This is an optimization exercise on Yosys and OpenROAD, whose aim is small area, a short achievable clock period and few clock cycles per item, not a production implementation.
At most, simulation tests tie the RTL to the original design; equivalence was not proved.
Power and IR drop assume default switching activity.

## main
==> module deq_ctrl, before the edit <==
module deq_ctrl #(
	parameter int DEPTH = 16
) (
	input  logic                        clk,
	input  logic                        arst_n,
	input  logic                        cmd_valid,
	output logic                        cmd_stall,
	input  deq_pkg::in_item_t           cmd_item,
	output logic                        res_valid,
	input  logic                        res_stall,
	output deq_pkg::out_item_t          res_item,
	output logic [DEPTH-1:0]            ram_we,
	output logic [DEPTH-1:0]            ram_rsel,
	input  logic [deq_pkg::VALUE_W-1:0] ram_rdata
);
	logic [3:0]       front_q, back_q;
	logic [3:0]       front_m1_q, back_m1_q;    
	logic [4:0]       cnt_q;
	logic             empty_q, full_q;
	logic             s1_v, s1_v_d;
	logic [DEPTH-1:0] s1_rsel;
	logic [1:0]       s1_status;
	logic             s1_last, s1_last_d;
	logic [3:0]       s1_left;
	logic                        o_v, o_v_d;
	logic [deq_pkg::VALUE_W-1:0] o_val;
	logic [1:0]                  o_status;
	logic                        o_last;
	logic [4:0]                  o_fill;
	logic             hold_q, pend_q, lastp_q;
	logic             blocked, s1_adv, accept;
	logic             is_pushb, is_pushf, is_popf, is_popb, is_dump, is_used;
	logic [DEPTH-1:0] oh_front, oh_front_m1, oh_back, oh_back_m1;
	always_comb begin
		for (int i = 0; i < DEPTH; i++) begin
			oh_front[i]    = (front_q == i[3:0]);
			oh_front_m1[i] = (front_m1_q == i[3:0]);
			oh_back[i]     = (back_q == i[3:0]);
			oh_back_m1[i]  = (back_m1_q == i[3:0]);
		end
	end
	assign is_pushb = (cmd_item.cmd == deq_pkg::CMD_PUSH_BACK);
	assign is_pushf = (cmd_item.cmd == deq_pkg::CMD_PUSH_FRONT);
	assign is_popf  = (cmd_item.cmd == deq_pkg::CMD_POP_FRONT);
	assign is_popb  = (cmd_item.cmd == deq_pkg::CMD_POP_BACK);
	assign is_dump  = (cmd_item.cmd == deq_pkg::CMD_DUMP);
	assign is_used  = is_pushb || is_pushf || is_popf || is_popb || is_dump;
	assign blocked   = pend_q && res_stall;
	assign s1_adv    = s1_v && !blocked;
	assign cmd_stall = hold_q || (lastp_q && res_stall);
	assign accept    = cmd_valid && !cmd_stall;
	assign ram_we   = (oh_back | oh_front_m1) & {DEPTH{!full_q && !blocked}};
	assign ram_rsel = s1_rsel;
	assign res_valid            = o_v;
	assign res_item.out_value   = o_val;
	assign res_item.status      = o_status;
	assign res_item.last_of_run = o_last;
	assign res_item.fill_count  = o_fill;
	always_comb begin
		o_v_d     = s1_v || (o_v && res_stall);
		s1_v_d    = s1_v;
		s1_last_d = s1_last;
		if (accept) begin
			s1_v_d    = is_used;
			s1_last_d = !(is_dump && !empty_q && cnt_q != 5'd1);
		end else if (s1_adv) begin
			s1_v_d    = !s1_last;
			s1_last_d = (s1_left == 4'd1);
		end
	end
	always_ff @(posedge clk or negedge arst_n) begin
		if (!arst_n) begin
			front_q    <= '0;
			back_q     <= '0;
			front_m1_q <= 4'd15;
			back_m1_q  <= 4'd15;
			cnt_q      <= '0;
			empty_q    <= 1'b1;
			full_q     <= 1'b0;
			s1_v       <= 1'b0;
			o_v        <= 1'b0;
			hold_q     <= 1'b0;
			pend_q     <= 1'b0;
			lastp_q    <= 1'b0;
		end else begin
			s1_v   <= s1_v_d;
			o_v    <= o_v_d;
			hold_q <= s1_v_d && !s1_last_d;
			pend_q <= s1_v_d && o_v_d;
			lastp_q <= s1_v_d && o_v_d && s1_last_d;
			if (accept) begin
				if (is_pushb && !full_q) begin
					back_q    <= back_q + 4'd1;
					back_m1_q <= back_q;
				end
				if (is_pushf && !full_q) begin
					front_q    <= front_m1_q;
					front_m1_q <= front_m1_q - 4'd1;
				end
				if (is_popf && !empty_q) begin
					front_q    <= front_q + 4'd1;
					front_m1_q <= front_q;
				end
				if (is_popb && !empty_q) begin
					back_q    <= back_m1_q;
					back_m1_q <= back_m1_q - 4'd1;
				end
				if ((is_pushb || is_pushf) && !full_q) begin
					cnt_q   <= cnt_q + 5'd1;
					empty_q <= 1'b0;
					full_q  <= (cnt_q == 5'd15);
				end
				if ((is_popf || is_popb) && !empty_q) begin
					cnt_q   <= cnt_q - 5'd1;
					empty_q <= (cnt_q == 5'd1);
					full_q  <= 1'b0;
				end
			end
		end
	end
	always_ff @(posedge clk) begin
		s1_last <= s1_last_d;
		if (accept) begin
			s1_rsel   <= '0;
			s1_status <= deq_pkg::STAT_OK;
			s1_left   <= cnt_q[3:0] - 4'd1;
			if ((is_pushb || is_pushf) && full_q) s1_status <= deq_pkg::STAT_FULL;
			if ((is_popf || is_popb || is_dump) && empty_q) s1_status <= deq_pkg::STAT_EMPTY;
			if ((is_popf || is_dump) && !empty_q) s1_rsel <= oh_front;
			if (is_popb && !empty_q) s1_rsel <= oh_back_m1;
		end else if (s1_adv) begin
			s1_rsel <= {s1_rsel[DEPTH-2:0], s1_rsel[DEPTH-1]};
			s1_left <= s1_left - 4'd1;
		end
	end
	always_ff @(posedge clk) begin
		if (s1_adv) begin
			o_val    <= ram_rdata;
			o_status <= s1_status;
			o_last   <= s1_last;
			o_fill   <= cnt_q;
		end
	end
endmodule
export LEC_CHECK = 0
export CAP_MARGIN = 20
export CORE_MARGIN = 2
export CORE_UTILIZATION = 40
export CTS_CLUSTER_DIAMETER = 100
export CTS_CLUSTER_SIZE = 20
export SETUP_SLACK_MARGIN = 2.2
export SLEW_MARGIN = 20
export TNS_END_PERCENT = 0
create_clock -name core_clock -period 4.0 [get_ports {clk}]
run.sh (not shown) runs the stock make flow with config.mk's settings and CLKGATE_MAP_FILE= SYNTH_SCRIPT=/design/flow/synth_recipe.tcl, a recipe that flattens the netlist after the stock synthesis.
Testbench counts of main, summed over its fixed seeds: cycles 38,109, items 24,000.
Input changes introduced in the feature branch (baseline for comparison: main):
--- a/flow/design.v
+++ b/flow/design.v
@@ -68,7 +68,7 @@
 	logic [DEPTH-1:0] s1_rsel;
 	logic [1:0]       s1_status;
 	logic             s1_last, s1_last_d;
-	logic [3:0]       s1_left;
+	logic             s1_next_last;
 	logic                        o_v, o_v_d;
 	logic [deq_pkg::VALUE_W-1:0] o_val;
 	logic [1:0]                  o_status;
@@ -103,6 +103,7 @@
 	assign res_item.status      = o_status;
 	assign res_item.last_of_run = o_last;
 	assign res_item.fill_count  = o_fill;
+	assign s1_next_last = |({s1_rsel[DEPTH-2:0], s1_rsel[DEPTH-1]} & oh_back_m1);
 	always_comb begin
 		o_v_d     = s1_v || (o_v && res_stall);
 		s1_v_d    = s1_v;
@@ -112,7 +113,7 @@
 			s1_last_d = !(is_dump && !empty_q && cnt_q != 5'd1);
 		end else if (s1_adv) begin
 			s1_v_d    = !s1_last;
-			s1_last_d = (s1_left == 4'd1);
+			s1_last_d = s1_next_last;
 		end
 	end
 	always_ff @(posedge clk or negedge arst_n) begin
@@ -170,14 +171,12 @@
 		if (accept) begin
 			s1_rsel   <= '0;
 			s1_status <= deq_pkg::STAT_OK;
-			s1_left   <= cnt_q[3:0] - 4'd1;
 			if ((is_pushb || is_pushf) && full_q) s1_status <= deq_pkg::STAT_FULL;
 			if ((is_popf || is_popb || is_dump) && empty_q) s1_status <= deq_pkg::STAT_EMPTY;
 			if ((is_popf || is_dump) && !empty_q) s1_rsel <= oh_front;
 			if (is_popb && !empty_q) s1_rsel <= oh_back_m1;
 		end else if (s1_adv) begin
 			s1_rsel <= {s1_rsel[DEPTH-2:0], s1_rsel[DEPTH-1]};
-			s1_left <= s1_left - 4'd1;
 		end
 	end
 	always_ff @(posedge clk) begin
### Flow results
- Any difference in share of synthesized flip-flops with an asynchronous set or reset between main and the feature branch is small enough to ignore.
- Iteration count of the initial detailed-routing pass is lower on the feature branch
- Taking main as the reference, in the feature branch clock period minus final worst setup slack now sits higher, initial core utilization now sits higher, number of synthesized flops with an enable pin now sits lower.
- The feature branch reports a lower peak ir drop on the vdd network than main does.
For the feature branch, only the layout was checked, not whether the RTL still works.

* * *

Setup of the previous run:
The RTL this note starts from:
==> flow/design.v <==
package deq_pkg;
	localparam logic [2:0] CMD_PUSH_BACK  = 3'd0;
	localparam logic [2:0] CMD_PUSH_FRONT = 3'd1;
	localparam logic [2:0] CMD_POP_FRONT  = 3'd2;
	localparam logic [2:0] CMD_POP_BACK   = 3'd3;
	localparam logic [2:0] CMD_DUMP       = 3'd4;
	localparam logic [1:0] STAT_OK    = 2'd0;
	localparam logic [1:0] STAT_FULL  = 2'd1;
	localparam logic [1:0] STAT_EMPTY = 2'd2;
	localparam int VALUE_W = 32;
	typedef logic [4:0] fill_t;
	typedef struct packed {
		logic [2:0]                cmd;
		logic signed [VALUE_W-1:0] item_value;
	} in_item_t;
	typedef struct packed {
		logic signed [VALUE_W-1:0] out_value;
		logic [1:0]                status;
		logic                      last_of_run;
		fill_t                     fill_count;
	} out_item_t;
endpackage
module deq_ram #(
	parameter int WIDTH = 32,
	parameter int DEPTH = 16
) (
	input  logic             clk,
	input  logic [DEPTH-1:0] we,
	input  logic [WIDTH-1:0] wdata,
	input  logic [DEPTH-1:0] rsel,
	output logic [WIDTH-1:0] rdata
);
	logic [WIDTH-1:0] mem_q [DEPTH];
	always_ff @(posedge clk) begin
		for (int i = 0; i < DEPTH; i++) begin
			if (we[i]) begin
				mem_q[i] <= wdata;
			end
		end
	end
	always_comb begin
		rdata = '0;
		for (int i = 0; i < DEPTH; i++) begin
			rdata = rdata | (mem_q[i] & {WIDTH{rsel[i]}});
		end
	end
endmodule
module deq_ctrl #(
	parameter int DEPTH = 16
) (
	input  logic                        clk,
	input  logic                        arst_n,
	input  logic                        cmd_valid,
	output logic                        cmd_stall,
	input  deq_pkg::in_item_t           cmd_item,
	output logic                        res_valid,
	input  logic                        res_stall,
	output deq_pkg::out_item_t          res_item,
	output logic [DEPTH-1:0]            ram_we,
	output logic [DEPTH-1:0]            ram_rsel,
	input  logic [deq_pkg::VALUE_W-1:0] ram_rdata
);
	logic [3:0]       front_q, back_q;
	logic [4:0]       cnt;         
	logic [3:0]       span;
	logic             empty_q, full_q;
	logic             s1_v, s1_v_d;
	logic [DEPTH-1:0] s1_rsel;
	logic [1:0]       s1_status;
	logic             s1_last, s1_last_d;
	logic             s1_next_last;
	logic                        o_v, o_v_d;
	logic [deq_pkg::VALUE_W-1:0] o_val;
	logic [1:0]                  o_status;
	logic                        o_last;
	logic [4:0]                  o_fill;
	logic             hold_q, pend_q, lastp_q;
	logic             blocked, s1_adv, accept;
	logic             is_pushb, is_pushf, is_popf, is_popb, is_dump, is_used;
	logic [DEPTH-1:0] oh_front, oh_front_m1, oh_back, oh_back_m1;
	always_comb begin
		for (int i = 0; i < DEPTH; i++) begin
			oh_front[i] = (front_q == i[3:0]);
			oh_back[i]  = (back_q == i[3:0]);
		end
	end
	assign span = back_q - front_q;
	assign cnt  = {full_q, span};
	assign oh_front_m1 = {oh_front[0], oh_front[DEPTH-1:1]};
	assign oh_back_m1  = {oh_back[0], oh_back[DEPTH-1:1]};
	assign is_pushb = (cmd_item.cmd == deq_pkg::CMD_PUSH_BACK);
	assign is_pushf = (cmd_item.cmd == deq_pkg::CMD_PUSH_FRONT);
	assign is_popf  = (cmd_item.cmd == deq_pkg::CMD_POP_FRONT);
	assign is_popb  = (cmd_item.cmd == deq_pkg::CMD_POP_BACK);
	assign is_dump  = (cmd_item.cmd == deq_pkg::CMD_DUMP);
	assign is_used  = is_pushb || is_pushf || is_popf || is_popb || is_dump;
	assign blocked   = pend_q && res_stall;
	assign s1_adv    = s1_v && !blocked;
	assign cmd_stall = hold_q || (lastp_q && res_stall);
	assign accept    = cmd_valid && !cmd_stall;
	assign ram_we   = (oh_back | oh_front_m1) & {DEPTH{!full_q && !blocked}};
	assign ram_rsel = s1_rsel;
	assign res_valid            = o_v;
	assign res_item.out_value   = o_val;
	assign res_item.status      = o_status;
	assign res_item.last_of_run = o_last;
	assign res_item.fill_count  = o_fill;
	assign s1_next_last = |({s1_rsel[DEPTH-2:0], s1_rsel[DEPTH-1]} & oh_back_m1);
	always_comb begin
		o_v_d     = s1_v || (o_v && res_stall);
		s1_v_d    = s1_v;
		s1_last_d = s1_last;
		if (accept) begin
			s1_v_d    = is_used;
			s1_last_d = !(is_dump && !empty_q && cnt != 5'd1);
		end else if (s1_adv) begin
			s1_v_d    = !s1_last;
			s1_last_d = s1_next_last;
		end
	end
	always_ff @(posedge clk or negedge arst_n) begin
		if (!arst_n) begin
			front_q    <= '0;
			back_q     <= '0;
			empty_q    <= 1'b1;
			full_q     <= 1'b0;
			s1_v       <= 1'b0;
			o_v        <= 1'b0;
			hold_q     <= 1'b0;
			pend_q     <= 1'b0;
			lastp_q    <= 1'b0;
		end else begin
			s1_v   <= s1_v_d;
			o_v    <= o_v_d;
			hold_q <= s1_v_d && !s1_last_d;
			pend_q <= s1_v_d && o_v_d;
			lastp_q <= s1_v_d && o_v_d && s1_last_d;
			if (accept) begin
				if (is_pushb && !full_q) begin
					back_q <= back_q + 4'd1;
				end
				if (is_pushf && !full_q) begin
					front_q <= front_q - 4'd1;
				end
				if (is_popf && !empty_q) begin
					front_q <= front_q + 4'd1;
				end
				if (is_popb && !empty_q) begin
					back_q <= back_q - 4'd1;
				end
				if ((is_pushb || is_pushf) && !full_q) begin
					empty_q <= 1'b0;
					full_q  <= (cnt == 5'd15);
				end
				if ((is_popf || is_popb) && !empty_q) begin
					empty_q <= (cnt == 5'd1);
					full_q  <= 1'b0;
				end
			end
		end
	end
	always_ff @(posedge clk) begin
		s1_last <= s1_last_d;
		if (accept) begin
			s1_rsel   <= '0;
			s1_status <= deq_pkg::STAT_OK;
			if ((is_pushb || is_pushf) && full_q) s1_status <= deq_pkg::STAT_FULL;
			if ((is_popf || is_popb || is_dump) && empty_q) s1_status <= deq_pkg::STAT_EMPTY;
			if ((is_popf || is_dump) && !empty_q) s1_rsel <= oh_front;
			if (is_popb && !empty_q) s1_rsel <= oh_back_m1;
		end else if (s1_adv) begin
			s1_rsel <= {s1_rsel[DEPTH-2:0], s1_rsel[DEPTH-1]};
		end
	end
	always_ff @(posedge clk) begin
		if (s1_adv) begin
			o_val    <= ram_rdata;
			o_status <= s1_status;
			o_last   <= s1_last;
			o_fill   <= cnt;
		end
	end
endmodule
module double_ended_queue_core #(
	parameter int DEPTH = 16
) (
	input  logic               clk,
	input  logic               arst_n,
	input  logic               cmd_valid,
	output logic               cmd_stall,
	input  deq_pkg::in_item_t  cmd_item,
	output logic               res_valid,
	input  logic               res_stall,
	output deq_pkg::out_item_t res_item
);
	logic [DEPTH-1:0]            ram_we;
	logic [DEPTH-1:0]            ram_rsel;
	logic [deq_pkg::VALUE_W-1:0] ram_rdata;
	deq_ctrl #(
		.DEPTH (DEPTH)
	) u_ctrl (
		.clk       (clk),
		.arst_n    (arst_n),
		.cmd_valid (cmd_valid),
		.cmd_stall (cmd_stall),
		.cmd_item  (cmd_item),
		.res_valid (res_valid),
		.res_stall (res_stall),
		.res_item  (res_item),
		.ram_we    (ram_we),
		.ram_rsel  (ram_rsel),
		.ram_rdata (ram_rdata)
	);
	deq_ram #(
		.WIDTH (deq_pkg::VALUE_W),
		.DEPTH (DEPTH)
	) u_ram (
		.clk   (clk),
		.we    (ram_we),
		.wdata (cmd_item.item_value),
		.rsel  (ram_rsel),
		.rdata (ram_rdata)
	);
endmodule
module deq_top (
	input  logic        clk,
	input  logic        arst_n,
	input  logic        cmd_valid,
	output logic        cmd_stall,
	input  logic [34:0] cmd_item,
	output logic        res_valid,
	input  logic        res_stall,
	output logic [39:0] res_item
);
	deq_pkg::in_item_t  cmd_s;
	deq_pkg::out_item_t res_s;
	assign cmd_s    = cmd_item;
	assign res_item = res_s;
	double_ended_queue_core #(
		.DEPTH (16)
	) u_core (
		.clk       (clk),
		.arst_n    (arst_n),
		.cmd_valid (cmd_valid),
		.cmd_stall (cmd_stall),
		.cmd_item  (cmd_s),
		.res_valid (res_valid),
		.res_stall (res_stall),
		.res_item  (res_s)
	);
endmodule
export LEC_CHECK = 0
export CAP_MARGIN = 20
export CORE_MARGIN = 2
export CORE_UTILIZATION = 40
export CTS_CLUSTER_DIAMETER = 100
export CTS_CLUSTER_SIZE = 20
export SETUP_SLACK_MARGIN = 2.2
export SLEW_MARGIN = 20
export TNS_END_PERCENT = 0
create_clock -name core_clock -period 4.0 [get_ports {clk}]
Testbench counts of the previous run, summed over its fixed seeds: cycles 38,109, items 24,000.
## Diff of input files: the current run against the previous run
==> flow/design.v, changed modules only <==
module deq_ctrl #(
	parameter int DEPTH = 16
) (
	input  logic                        clk,
	input  logic                        arst_n,
	input  logic                        cmd_valid,
	output logic                        cmd_stall,
	input  deq_pkg::in_item_t           cmd_item,
	output logic                        res_valid,
	input  logic                        res_stall,
	output deq_pkg::out_item_t          res_item,
	output logic [DEPTH-1:0]            ram_we,
	output logic [DEPTH-1:0]            ram_rsel,
	input  logic [deq_pkg::VALUE_W-1:0] ram_rdata
);
	logic [3:0]       front_q, back_q;
	logic [4:0]       cnt_q;
	logic             empty_q, full_q;
	logic             s1_v, s1_v_d;
	logic [DEPTH-1:0] s1_rsel;
	logic [1:0]       s1_status;
	logic             s1_last, s1_last_d;
	logic             s1_next_last;
	logic                        o_v, o_v_d;
	logic [deq_pkg::VALUE_W-1:0] o_val;
	logic [1:0]                  o_status;
	logic                        o_last;
	logic [4:0]                  o_fill;
	logic             hold_q, pend_q, lastp_q;
	logic             blocked, s1_adv, accept;
	logic             is_pushb, is_pushf, is_popf, is_popb, is_dump, is_used;
	logic [DEPTH-1:0] oh_front, oh_front_m1, oh_back, oh_back_m1;
	always_comb begin
		for (int i = 0; i < DEPTH; i++) begin
			oh_front[i] = (front_q == i[3:0]);
			oh_back[i]  = (back_q == i[3:0]);
		end
	end
	assign oh_front_m1 = {oh_front[0], oh_front[DEPTH-1:1]};
	assign oh_back_m1  = {oh_back[0], oh_back[DEPTH-1:1]};
	assign is_pushb = (cmd_item.cmd == deq_pkg::CMD_PUSH_BACK);
	assign is_pushf = (cmd_item.cmd == deq_pkg::CMD_PUSH_FRONT);
	assign is_popf  = (cmd_item.cmd == deq_pkg::CMD_POP_FRONT);
	assign is_popb  = (cmd_item.cmd == deq_pkg::CMD_POP_BACK);
	assign is_dump  = (cmd_item.cmd == deq_pkg::CMD_DUMP);
	assign is_used  = is_pushb || is_pushf || is_popf || is_popb || is_dump;
	assign blocked   = pend_q && res_stall;
	assign s1_adv    = s1_v && !blocked;
	assign cmd_stall = hold_q || (lastp_q && res_stall);
	assign accept    = cmd_valid && !cmd_stall;
	assign ram_we   = (oh_back | oh_front_m1) & {DEPTH{!full_q && !blocked}};
	assign ram_rsel = s1_rsel;
	assign res_valid            = o_v;
	assign res_item.out_value   = o_val;
	assign res_item.status      = o_status;
	assign res_item.last_of_run = o_last;
	assign res_item.fill_count  = o_fill;
	assign s1_next_last = |({s1_rsel[DEPTH-2:0], s1_rsel[DEPTH-1]} & oh_back_m1);
	always_comb begin
		o_v_d     = s1_v || (o_v && res_stall);
		s1_v_d    = s1_v;
		s1_last_d = s1_last;
		if (accept) begin
			s1_v_d    = is_used;
			s1_last_d = !(is_dump && !empty_q && cnt_q != 5'd1);
		end else if (s1_adv) begin
			s1_v_d    = !s1_last;
			s1_last_d = s1_next_last;
		end
	end
	always_ff @(posedge clk or negedge arst_n) begin
		if (!arst_n) begin
			front_q    <= '0;
			back_q     <= '0;
			cnt_q      <= '0;
			empty_q    <= 1'b1;
			full_q     <= 1'b0;
			s1_v       <= 1'b0;
			o_v        <= 1'b0;
			hold_q     <= 1'b0;
			pend_q     <= 1'b0;
			lastp_q    <= 1'b0;
		end else begin
			s1_v   <= s1_v_d;
			o_v    <= o_v_d;
			hold_q <= s1_v_d && !s1_last_d;
			pend_q <= s1_v_d && o_v_d;
			lastp_q <= s1_v_d && o_v_d && s1_last_d;
			if (accept) begin
				if (is_pushb && !full_q) begin
					back_q <= back_q + 4'd1;
				end
				if (is_pushf && !full_q) begin
					front_q <= front_q - 4'd1;
				end
				if (is_popf && !empty_q) begin
					front_q <= front_q + 4'd1;
				end
				if (is_popb && !empty_q) begin
					back_q <= back_q - 4'd1;
				end
				if ((is_pushb || is_pushf) && !full_q) begin
					cnt_q   <= cnt_q + 5'd1;
					empty_q <= 1'b0;
					full_q  <= (cnt_q == 5'd15);
				end
				if ((is_popf || is_popb) && !empty_q) begin
					cnt_q   <= cnt_q - 5'd1;
					empty_q <= (cnt_q == 5'd1);
					full_q  <= 1'b0;
				end
			end
		end
	end
	always_ff @(posedge clk) begin
		s1_last <= s1_last_d;
		if (accept) begin
			s1_rsel   <= '0;
			s1_status <= deq_pkg::STAT_OK;
			if ((is_pushb || is_pushf) && full_q) s1_status <= deq_pkg::STAT_FULL;
			if ((is_popf || is_popb || is_dump) && empty_q) s1_status <= deq_pkg::STAT_EMPTY;
			if ((is_popf || is_dump) && !empty_q) s1_rsel <= oh_front;
			if (is_popb && !empty_q) s1_rsel <= oh_back_m1;
		end else if (s1_adv) begin
			s1_rsel <= {s1_rsel[DEPTH-2:0], s1_rsel[DEPTH-1]};
		end
	end
	always_ff @(posedge clk) begin
		if (s1_adv) begin
			o_val    <= ram_rdata;
			o_status <= s1_status;
			o_last   <= s1_last;
			o_fill   <= cnt_q;
		end
	end
endmodule
Notes after the runs:
Sort the current run and the previous run by power share of the combinational group desc -> top: the current run
The estimated power of the current run ends up higher than the estimate for the previous run.
The current run vs the previous run: worst hold slack down in the current run
Worst setup slack came out higher on the current run than on the previous run.
The current run vs the previous run — via total after detailed routing climbed slightly
Between the current run and the previous run, the clock-pin slew reported for the worst setup and hold paths after clock tree synthesis does not differ in any meaningful way.
The fraction of cell area in non-clock buffers of the current run and that of the previous run are within noise of each other.
Taking the previous run as the reference, in the current run critical path depth fell by 2; count of sequential standard cells rose by 0.85%; die area rose by 640 µm²; final design utilization stayed essentially flat.
The current run has detailed-route vias per instance below what the previous run had.
Clock power share (higher): the previous run
Testbench counts of the current run, summed over its fixed seeds: cycles 38,109, items 24,000.

-- re-timing with driven ports --
The results above use ideal ports. As a check the final layouts listed here were re-extracted and re-timed, cells and wires unchanged.
Step 1 (the two cells are an assumption about what drives the block):
set clk [get_ports {clk}]
set_driving_cell -lib_cell sky130_fd_sc_hd__clkbuf_16 $clk
set_driving_cell -lib_cell sky130_fd_sc_hd__buf_2 [delete_from_list [all_inputs] $clk]
Step 2 adds t to the input delays and takes it off the output delays; t is the mean of the earliest and latest rising clock arrival at the registers after step 1. Input paths then give back, and output paths get back, about the clock's delay inside the block.
Three values: no drivers, after step 1, after step 2; two values: the first two.
run | t (ns) | setup slack, ns | worst setup path after step 2 | latest minus earliest clock arrival (ns) | worst data-port slew with drivers (ns)
main | 0.625 | 1.913 / 1.864 / 1.356 | input to register | 0.026 / 0.025 | 0.10
the feature branch | 0.617 | 1.873 / 1.831 / 1.410 | input to register | 0.023 / 0.024 | 0.09
the previous run | 0.629 | 1.845 / 1.826 / 1.244 | input to register | 0.028 / 0.029 | 0.07
the current run | 0.617 | 1.902 / 1.848 / 1.395 | input to register | 0.025 / 0.025 | 0.08
After both steps setup and hold are still met in every run listed. The setup slack of the previous run, which loses most, moves by -0.019 ns with the drivers and by -0.601 ns with both steps.
